From an optimization exercise on the open Yosys and OpenROAD flow, aimed at small area, a short achievable clock period and few clock cycles; shortcuts taken in it are not production practice. Where RTL was checked, it was by simulation tests only, not by an equivalence proof against the original.

==> inputs of job 8490 <==
// double_clap_toggle_detector
module double_clap_toggle_detector (
  input  logic                         clk,
  input  logic                         rst,
  input  logic                         psel,
  input  logic                         penable,
  input  logic                         pwrite,
  input  logic [dctd_pkg::PADDR_W-1:0] paddr,
  input  logic [31:0]                  pwdata,
  output logic [31:0]                  prdata,
  output logic                         pready,
  input  logic                         in_valid,
  output logic                         in_stall,
  input  logic [dctd_pkg::STAMP_W-1:0] event_time_ms,
  output logic                         out_valid,
  input  logic                         out_stall,
  output logic                         load_on,
  output logic                         toggled
);
make LEC_CHECK=0 CAP_MARGIN=20 CORE_MARGIN=2 CORE_UTILIZATION=40 PLACE_DENSITY=0.6 SETUP_SLACK_MARGIN=3.3 SLEW_MARGIN=20 SYNTH_HIERARCHICAL=1 SYNTH_MINIMUM_KEEP_SIZE=100 finish   # period 5.5 ns
run.sh (not shown) runs the stock make flow with config.mk's settings and CLKGATE_MAP_FILE= SYNTH_SCRIPT=/design/flow/synth_recipe.tcl, a recipe that flattens the netlist after the stock synthesis.
==> job 1104 (differences from job 8490) <==
--- a/flow/design.v
+++ b/flow/design.v
@@ -317,16 +317,17 @@
   always_ff @(posedge clk) begin
     res_q <= {load_q ^ hit, hit};
   end
   logic [QD-1:0][1:0] q;
   logic [QD-1:0][1:0] q_keep;
   logic [QD-1:0][1:0] q_pop;
   logic [3:0]         cnt;
   logic [3:0]         cnt_c;
+  logic               drop_q;
   logic [3:0]         base;   
   logic               pop;
   logic               stall_d;
   assign pop   = out_valid && !out_stall;
   assign cnt_c = cnt + {3'b0, res_v};
   for (genvar i = 0; i < QD; i++) begin : g_q
     assign q_keep[i] = (res_v && cnt == 4'(i)) ? res_q : q[i];
     if (i < QD - 1) begin : g_next
@@ -336,17 +337,21 @@
     end
   end
   always_ff @(posedge clk) begin
     q <= pop ? q_pop : q_keep;
   end
   assign stall_d = accept ? (base >= 4'(QD - 1)) : (base >= 4'(QD));
   always_ff @(posedge clk) begin
     if (rst) base <= '0;
-    else     base <= base + {3'b0, accept} - {3'b0, pop} - {3'b0, c_v && !written};
+    else     base <= base + {3'b0, accept} - {3'b0, pop} - {3'b0, drop_q};
+  end
+  always_ff @(posedge clk) begin
+    if (rst) drop_q <= 1'b0;
+    else     drop_q <= c_v && !written;
   end
   always_ff @(posedge clk) begin
     if (rst) begin
       cnt       <= '0;
       out_valid <= 1'b0;
       in_stall  <= 1'b0;
     end else begin
       cnt       <= pop ? cnt_c - 4'd1 : cnt_c;
@@ -385,22 +390,17 @@
     if (rst) begin
       min_gap_ms <= dctd_pkg::MIN_GAP_RESET;
       max_gap_ms <= dctd_pkg::MAX_GAP_RESET;
     end else if (cfg_wr) begin
       if (paddr[2] == dctd_pkg::REG_MAX_GAP) max_gap_ms <= pwdata[GW-1:0];
       else                                   min_gap_ms <= pwdata[GW-1:0];
     end
   end
-  logic [GW-1:0] rd_q;
-  always_ff @(posedge clk) begin
-    if (rst) rd_q <= (paddr[2] == dctd_pkg::REG_MAX_GAP) ? dctd_pkg::MAX_GAP_RESET : dctd_pkg::MIN_GAP_RESET;
-    else     rd_q <= (paddr[2] == dctd_pkg::REG_MAX_GAP) ? max_gap_ms : min_gap_ms;
-  end
-  assign prdata = {{(32-GW){1'b0}}, rd_q};
+  assign prdata = {{(32-GW){1'b0}}, (paddr[2] == dctd_pkg::REG_MAX_GAP) ? max_gap_ms : min_gap_ms};
   dctd_ctrl u_ctrl (
     .clk          (clk),
     .rst          (rst),
     .in_valid     (in_valid),
     .in_stall     (in_stall),
     .event_time_ms(event_time_ms),
     .min_gap      (min_gap_ms),
     .max_gap      (max_gap_ms),
Settings changed: SETUP_SLACK_MARGIN 3.3 to 2.6, SYNTH_HIERARCHICAL 1 to default, SYNTH_MINIMUM_KEEP_SIZE 100 to default.
==> job 964 (differences from job 8490) <==
--- a/flow/design.v
+++ b/flow/design.v
@@ -1,16 +1,16 @@
 package dctd_pkg;
   localparam int STAMP_W = 32;
   localparam int GAP_W   = 16;
   localparam int PADDR_W = 3;
   localparam int DEPTH   = 16;
   localparam logic [GAP_W-1:0] MIN_GAP_RESET = 16'd400;
   localparam logic [GAP_W-1:0] MAX_GAP_RESET = 16'd1000;
-  localparam int QDEPTH = 8;
+  localparam int QDEPTH = 6;
   localparam logic REG_MIN_GAP = 1'b0;
   localparam logic REG_MAX_GAP = 1'b1;
 endpackage
 module dctd_ring (
   input  logic                                              clk,
   input  logic                                              push,     
   input  logic                                              rotate,   
   input  logic [dctd_pkg::STAMP_W-1:0]                      din,
@@ -176,186 +176,148 @@
     else     b_v <= a_v;
   end
   logic [N-2:0][2:0] rel;
   logic [N-2:0][3:0] cmp;
   logic [2:0]        rel_z;
   logic [3:0]        cmp_z;
   for (genvar e = 0; e < N - 1; e++) begin : g_win
     dctd_win u_win (
-      .v_hi    (slot[e][31:16]),
-      .v_lo    (slot[e][15:0]),
+      .v_hi   (slot[e][31:16]),
+      .v_lo   (slot[e][15:0]),
       .s_hi    (s2_q[31:16]),
       .s_hi_far(sh_far),
-      .b_lo    (b_lo),
-      .rel     (rel[e]),
-      .c       (cmp[e])
+      .b_lo   (b_lo),
+      .rel    (rel[e]),
+      .c      (cmp[e])
     );
   end
-  logic z_upper;
-  assign z_upper  = ~(|s2_q[31:17]);
-  assign rel_z[0] = s2_q[16] ? z_upper : (s2_q[31:16] == sh_far);
-  assign rel_z[1] = z_upper && !s2_q[16];
-  assign rel_z[2] = s2_q[16] && (s2_q[31:16] == sh_far);
-  assign cmp_z[0] = 1'b0;
-  assign cmp_z[1] = |b_lo[1];
-  assign cmp_z[2] = 1'b0;
-  assign cmp_z[3] = |b_lo[3];
+  dctd_win u_win_zero (
+    .v_hi   (16'd0),
+    .v_lo   (16'd0),
+    .s_hi    (s2_q[31:16]),
+    .s_hi_far(sh_far),
+    .b_lo   (b_lo),
+    .rel    (rel_z),
+    .c      (cmp_z)
+  );
   assign push = b_v && !same_q;
   dctd_ring u_ring (
     .clk   (clk),
     .push  (push),
     .rotate(sc_cmp),
     .din   (s2_q),
     .slot  (slot)
   );
-  logic              r_v;
+  logic              c_v;
   logic [N-2:0][2:0] rel_q;
   logic [N-2:0][3:0] cmp_q;
   logic [2:0]        rel_zq;
   logic [3:0]        cmp_zq;
-  logic [3:0]        r_hi;
-  logic              r_zero;
-  logic              r_shift;
-  logic              r_acc;
-  logic [N-2:0]      r_incl;
-  logic [N-2:0]      w;
-  logic              wz;
+  logic [3:0]        c_hi;
+  logic [N-2:0]      w_q;
+  logic              wz_q;
+  logic         c_zero;
+  logic         shifted;
+  logic         sc_acc;
+  logic [3:0]   sc_rot;
+  logic [N-2:0] vold;
+  logic [N-2:0] w_sel;
+  logic         w_any;
+  logic         dup;
+  logic         written;
+  logic         hit;
+  logic         pair_q;
+  logic         load_q;
+  logic [N-1:0] v_res;
   always_ff @(posedge clk) begin
     rel_q   <= rel;
     cmp_q   <= cmp;
     rel_zq  <= rel_z;
     cmp_zq  <= cmp_z;
-    r_hi    <= b_hi;
-    r_zero  <= s2_zero;
-    r_shift <= push || sc_cmp;
-    for (int e = 0; e < N - 1; e++) r_incl[e] <= !(sc_cmp && rot == 4'(e + 1));
+    c_hi    <= b_hi;
+    c_zero  <= s2_zero;
+    shifted <= push || sc_cmp;
+    sc_rot  <= rot;
   end
   for (genvar e = 0; e < N - 1; e++) begin : g_fold
     dctd_win_fold u_fold (
       .rel (rel_q[e]),
       .c   (cmp_q[e]),
-      .b_hi(r_hi),
-      .hit (w[e])
+      .b_hi(c_hi),
+      .hit (w_q[e])
     );
   end
   dctd_win_fold u_fold_zero (
     .rel (rel_zq),
     .c   (cmp_zq),
-    .b_hi(r_hi),
-    .hit (wz)
+    .b_hi(c_hi),
+    .hit (wz_q)
   );
-  logic         c_v;
-  logic [N-2:0] w_q;
-  logic         wz_q;
-  logic         c_zero;
-  logic         shift_a;   
-  logic         shift_b;   
-  logic         sc_acc;
-  logic [N-2:0] incl;
-  logic [N:0]   vbits;
-  logic [N-2:0] vold;
-  logic [N-2:0] w_sel;
-  logic         w_any;
-  logic         fold;
-  logic         dup;
-  logic         written;
-  logic         hit;
-  logic         clr_q;
-  logic         pair_q;
-  logic         load_q;
-  logic [N:0]   v_clr;
-  logic [N:0]   v_res;
-  logic         res_v;
-  logic [1:0]   res_q;
-  always_ff @(posedge clk) begin
-    w_q     <= w;
-    wz_q    <= wz;
-    c_zero  <= r_zero;
-    shift_a <= r_shift;
-    shift_b <= push || sc_cmp;
-    incl    <= r_incl;
-  end
-  assign vold = shift_a ? (shift_b ? vbits[N:2] : vbits[N-1:1])
-                        : (shift_b ? vbits[N-1:1] : vbits[N-2:0]);
+  assign vold = shifted ? valid[N-1:1] : valid[N-2:0];
   for (genvar e = 0; e < N - 1; e++) begin : g_sel
-    assign w_sel[e] = incl[e] && (vold[e] ? w_q[e] : wz_q);
+    assign w_sel[e] = !(sc_acc && sc_rot == 4'(e + 1)) && (vold[e] ? w_q[e] : wz_q);
   end
   assign w_any   = |w_sel;
-  assign fold    = clr_q ? wz_q : w_any;
-  assign dup     = (vold[0] && !clr_q) ? !shift_a : c_zero;
+  assign dup     = vold[0] ? !shifted : c_zero;
   assign written = c_v && !dup;
-  assign hit     = written && (pair_q || fold);
-  assign v_clr = clr_q ? '0 : vbits;
-  assign v_res = v_clr | ({{N{1'b0}}, written} << shift_b);
+  assign hit     = written && (pair_q || w_any);
+  assign v_res = hit ? '0 : {valid[N-1:1], valid[0] || written};
   always_ff @(posedge clk) begin
     if (rst) begin
-      r_v    <= 1'b0;
-      r_acc  <= 1'b0;
       c_v    <= 1'b0;
       sc_acc <= 1'b0;
-      clr_q  <= 1'b0;
       pair_q <= 1'b0;
       load_q <= 1'b0;
-      res_v  <= 1'b0;
-      vbits  <= '0;
+      valid  <= '0;
     end else begin
-      r_v    <= b_v;
-      r_acc  <= sc_cmp && rot != 4'd0 && !cfg_wr;
-      c_v    <= r_v;
-      sc_acc <= r_acc && !cfg_wr;
-      clr_q  <= hit;
-      res_v  <= written;
+      c_v    <= b_v;
+      sc_acc <= sc_cmp && rot != 4'd0 && !cfg_wr;
       if (cfg_wr)               pair_q <= 1'b0;
       else if (sc_acc && w_any) pair_q <= 1'b1;
       else if (hit)             pair_q <= 1'b0;
       if (hit) load_q <= !load_q;
-      if (sc_cmp)    vbits <= {v_res[N-1], v_res[N-2:0], v_res[N-1]};
-      else if (push) vbits <= {v_res[N-1:0], 1'b0};
-      else           vbits <= v_res;
+      if (sc_cmp)    valid <= {v_res[N-2:0], v_res[N-1]};
+      else if (push) valid <= {v_res[N-2:0], 1'b0};
+      else           valid <= v_res;
     end
   end
-  assign valid = vbits[N-1:0];
-  always_ff @(posedge clk) begin
-    res_q <= {load_q ^ hit, hit};
-  end
   logic [QD-1:0][1:0] q;
   logic [QD-1:0][1:0] q_keep;
   logic [QD-1:0][1:0] q_pop;
-  logic [3:0]         cnt;
-  logic [3:0]         cnt_c;
-  logic [3:0]         base;   
+  logic [1:0]         res;
+  logic [2:0]         cnt;
+  logic [2:0]         cnt_c;
+  logic [3:0]         base;
   logic               pop;
   logic               stall_d;
   assign pop   = out_valid && !out_stall;
-  assign cnt_c = cnt + {3'b0, res_v};
+  assign res   = {load_q ^ hit, hit};
+  assign cnt_c = cnt + {2'b0, written};
+  assign base  = {1'b0, cnt} + {3'b0, c_v} + {3'b0, b_v} + {3'b0, a_v};
   for (genvar i = 0; i < QD; i++) begin : g_q
-    assign q_keep[i] = (res_v && cnt == 4'(i)) ? res_q : q[i];
+    assign q_keep[i] = (written && cnt == 3'(i)) ? res : q[i];
     if (i < QD - 1) begin : g_next
-      assign q_pop[i] = (res_v && cnt == 4'(i + 1)) ? res_q : q[i+1];
+      assign q_pop[i] = (written && cnt == 3'(i + 1)) ? res : q[i+1];
     end else begin : g_last
       assign q_pop[i] = q[i];
     end
   end
   always_ff @(posedge clk) begin
     q <= pop ? q_pop : q_keep;
   end
   assign stall_d = accept ? (base >= 4'(QD - 1)) : (base >= 4'(QD));
   always_ff @(posedge clk) begin
-    if (rst) base <= '0;
-    else     base <= base + {3'b0, accept} - {3'b0, pop} - {3'b0, c_v && !written};
-  end
-  always_ff @(posedge clk) begin
     if (rst) begin
       cnt       <= '0;
       out_valid <= 1'b0;
       in_stall  <= 1'b0;
     end else begin
-      cnt       <= pop ? cnt_c - 4'd1 : cnt_c;
-      out_valid <= pop ? (cnt_c >= 4'd2) : (cnt_c != 4'd0);
+      cnt       <= pop ? cnt_c - 3'd1 : cnt_c;
+      out_valid <= pop ? (cnt_c >= 3'd2) : (cnt_c != 3'd0);
       in_stall  <= busy_d || stall_d;
     end
   end
   assign load_on = q[0][1];
   assign toggled = q[0][0];
 endmodule
 module double_clap_toggle_detector (
   input  logic                         clk,
Settings changed: SETUP_SLACK_MARGIN 3.3 to 3.2.
==> job 7976 (differences from job 8490) <==
--- a/flow/design.v
+++ b/flow/design.v
@@ -317,16 +317,17 @@
   always_ff @(posedge clk) begin
     res_q <= {load_q ^ hit, hit};
   end
   logic [QD-1:0][1:0] q;
   logic [QD-1:0][1:0] q_keep;
   logic [QD-1:0][1:0] q_pop;
   logic [3:0]         cnt;
   logic [3:0]         cnt_c;
+  logic               drop_q;
   logic [3:0]         base;   
   logic               pop;
   logic               stall_d;
   assign pop   = out_valid && !out_stall;
   assign cnt_c = cnt + {3'b0, res_v};
   for (genvar i = 0; i < QD; i++) begin : g_q
     assign q_keep[i] = (res_v && cnt == 4'(i)) ? res_q : q[i];
     if (i < QD - 1) begin : g_next
@@ -336,17 +337,21 @@
     end
   end
   always_ff @(posedge clk) begin
     q <= pop ? q_pop : q_keep;
   end
   assign stall_d = accept ? (base >= 4'(QD - 1)) : (base >= 4'(QD));
   always_ff @(posedge clk) begin
     if (rst) base <= '0;
-    else     base <= base + {3'b0, accept} - {3'b0, pop} - {3'b0, c_v && !written};
+    else     base <= base + {3'b0, accept} - {3'b0, pop} - {3'b0, drop_q};
+  end
+  always_ff @(posedge clk) begin
+    if (rst) drop_q <= 1'b0;
+    else     drop_q <= c_v && !written;
   end
   always_ff @(posedge clk) begin
     if (rst) begin
       cnt       <= '0;
       out_valid <= 1'b0;
       in_stall  <= 1'b0;
     end else begin
       cnt       <= pop ? cnt_c - 4'd1 : cnt_c;
Settings changed: CORE_UTILIZATION 40 to 60, CTS_CLUSTER_DIAMETER from default to 80, CTS_CLUSTER_SIZE from default to 20, PLACE_DENSITY 0.6 to 0.78, SETUP_SLACK_MARGIN 3.3 to 3.2.
==> results.cfg <==
[layout]
multi_input_area_mm2 = 0.0354
stdcell_count = 8085
buf_share = 0.0427
seq_cells = 880
finalInstanceArea_mm2 = 0.0684

[sta]
finalCritPeriodShare = 0.552

[power]
power.density_mw_per_mm2 = 313
internal-power_w = 0.0141
p_sw_w = 0.00734
combPwrFrac = 0.310

[cts]
cts.sink_count = 880
cts_setup_buffers = 59

[run_status]
status = finished clean

[synth]
syn_avg_cell_area_um2 = 10.1
muxShareOfSynthArea = 0.0271

[critical_path]
cp_data_arrival_time_ps = 3510
crit_path_cell_trace = buf_16 -> and3b_1 -> o32ai_2 -> a221oi_2 -> a2111o_1 -> or4b_4 -> or2_4 -> mux2_4
crit_path_start = u_ctrl.c_hi[2]

[place]
dpl-instance-area_mm2 = 0.0621
That was job 964.
==> results.cfg <==
[run_status]
status = finished clean

[power]
internal-power_w = 0.0127
power.density_mw_per_mm2 = 306
combPwrFrac = 0.326
p_sw_w = 0.00711

[layout]
stdcell_count = 7205
multi_input_area_mm2 = 0.0334
finalInstanceArea_mm2 = 0.0649
seq_cells = 939

[cts]
cts_setup_buffers = 40
cts.sink_count = 939

[place]
dpl-instance-area_mm2 = 0.0608

[sta]
finalCritPeriodShare = 0.440

[synth]
syn_avg_cell_area_um2 = 10.2

[critical_path]
crit_path_cell_trace = buf_6 -> inv_6 -> ha_4 -> fa_2 -> nor2b_2 -> o21ai_2 -> a21boi_2 -> o21ai_2 -> a311oi_2 -> nor3b_2 -> nor2_1 -> xor2_1
That was job 7976.
==> results.cfg <==
[run_status]
status = finished clean

[power]
p_leak_nw = 25.0
p_sw_w = 0.00812
internal-power_w = 0.0151
power.density_mw_per_mm2 = 335
combPwrFrac = 0.296

[cts]
clk_pin_slew_ps = 70
cts.sink_count = 938

[place]
dpl-instance-area_mm2 = 0.0621

[layout]
stdcell_count = 8045
multi_input_area_mm2 = 0.0339
buf_share = 0.0554
seq_cells = 938

[critical_path]
regToRegSetupSlack_ps = 2940
crit_path_start = u_ctrl.r_shift
crit_path_cell_trace = buf_12 -> mux2i_1 -> nor2_1 -> nor2_1 -> o21ai_1 -> nand2_1 -> fa_2 -> ha_4 -> ha_4 -> inv_2 -> fa_2 -> nor2_1

[synth]
muxShareOfSynthArea = 0.0332

[sta]
finalCritPeriodShare = 0.466
That was job 8490.
==> results.cfg <==
[run_status]
status = finished clean

[layout]
stdcell_count = 7543
multi_input_area_mm2 = 0.0300

[cts]
cts_setup_buffers = 138

[sta]
finalCritPeriodShare = 0.621

[power]
power.density_mw_per_mm2 = 352
internal-power_w = 0.0147

[place]
dpl-instance-area_mm2 = 0.0572

[synth]
syn_avg_cell_area_um2 = 9.76

[critical_path]
crit_path_cell_trace = buf_12 -> buf_12 -> buf_4 -> nand2b_4 -> maj3_2 -> maj3_2 -> maj3_2 -> maj3_2 -> maj3_2 -> maj3_2 -> maj3_2 -> a21oi_2 -> or2_1
That was job 1104.
Testbench counts of job 7976, summed over its fixed seeds: cycles 3,248.
No functional check of the RTL was part of job 8490, job 1104 and job 964.

what the ideal ports hide:
In the flow no input, the clock included, has a driving cell. The finished layouts below were timed again as built, in two steps.
Step 1 sets driving cells, clkbuf_16 on the clock port and buf_2 on the other inputs (assumed; they add their load-dependent delay and slew).
Step 2 also shifts input and output timing later by t, the mid clock arrival at the registers, as if the neighbouring blocks saw the same clock.
a / b / c = ideal / step 1 / step 2; a / b = the first two.
run	shift t [ns]	slack for setup (ns)	hold WS [ns]	worst setup path after step 2
job 8490	0.829	2.937 / 2.937 / 2.180	0.322 / 0.322 / 0.322	input to register
job 1104	0.802	2.087 / 2.087 / 2.002	0.317 / 0.317 / 0.317	input to register
job 964	0.782	2.466 / 2.466 / 2.466	0.325 / 0.325 / 0.325	register to register
job 7976	0.764	3.082 / 3.082 / 2.555	0.319 / 0.319 / 0.319	input to register
After both steps every run listed still meets setup and hold. For job 8490, which loses most, drivers alone change the setup slack by 0.000 ns; drivers and shift together by -0.757 ns.
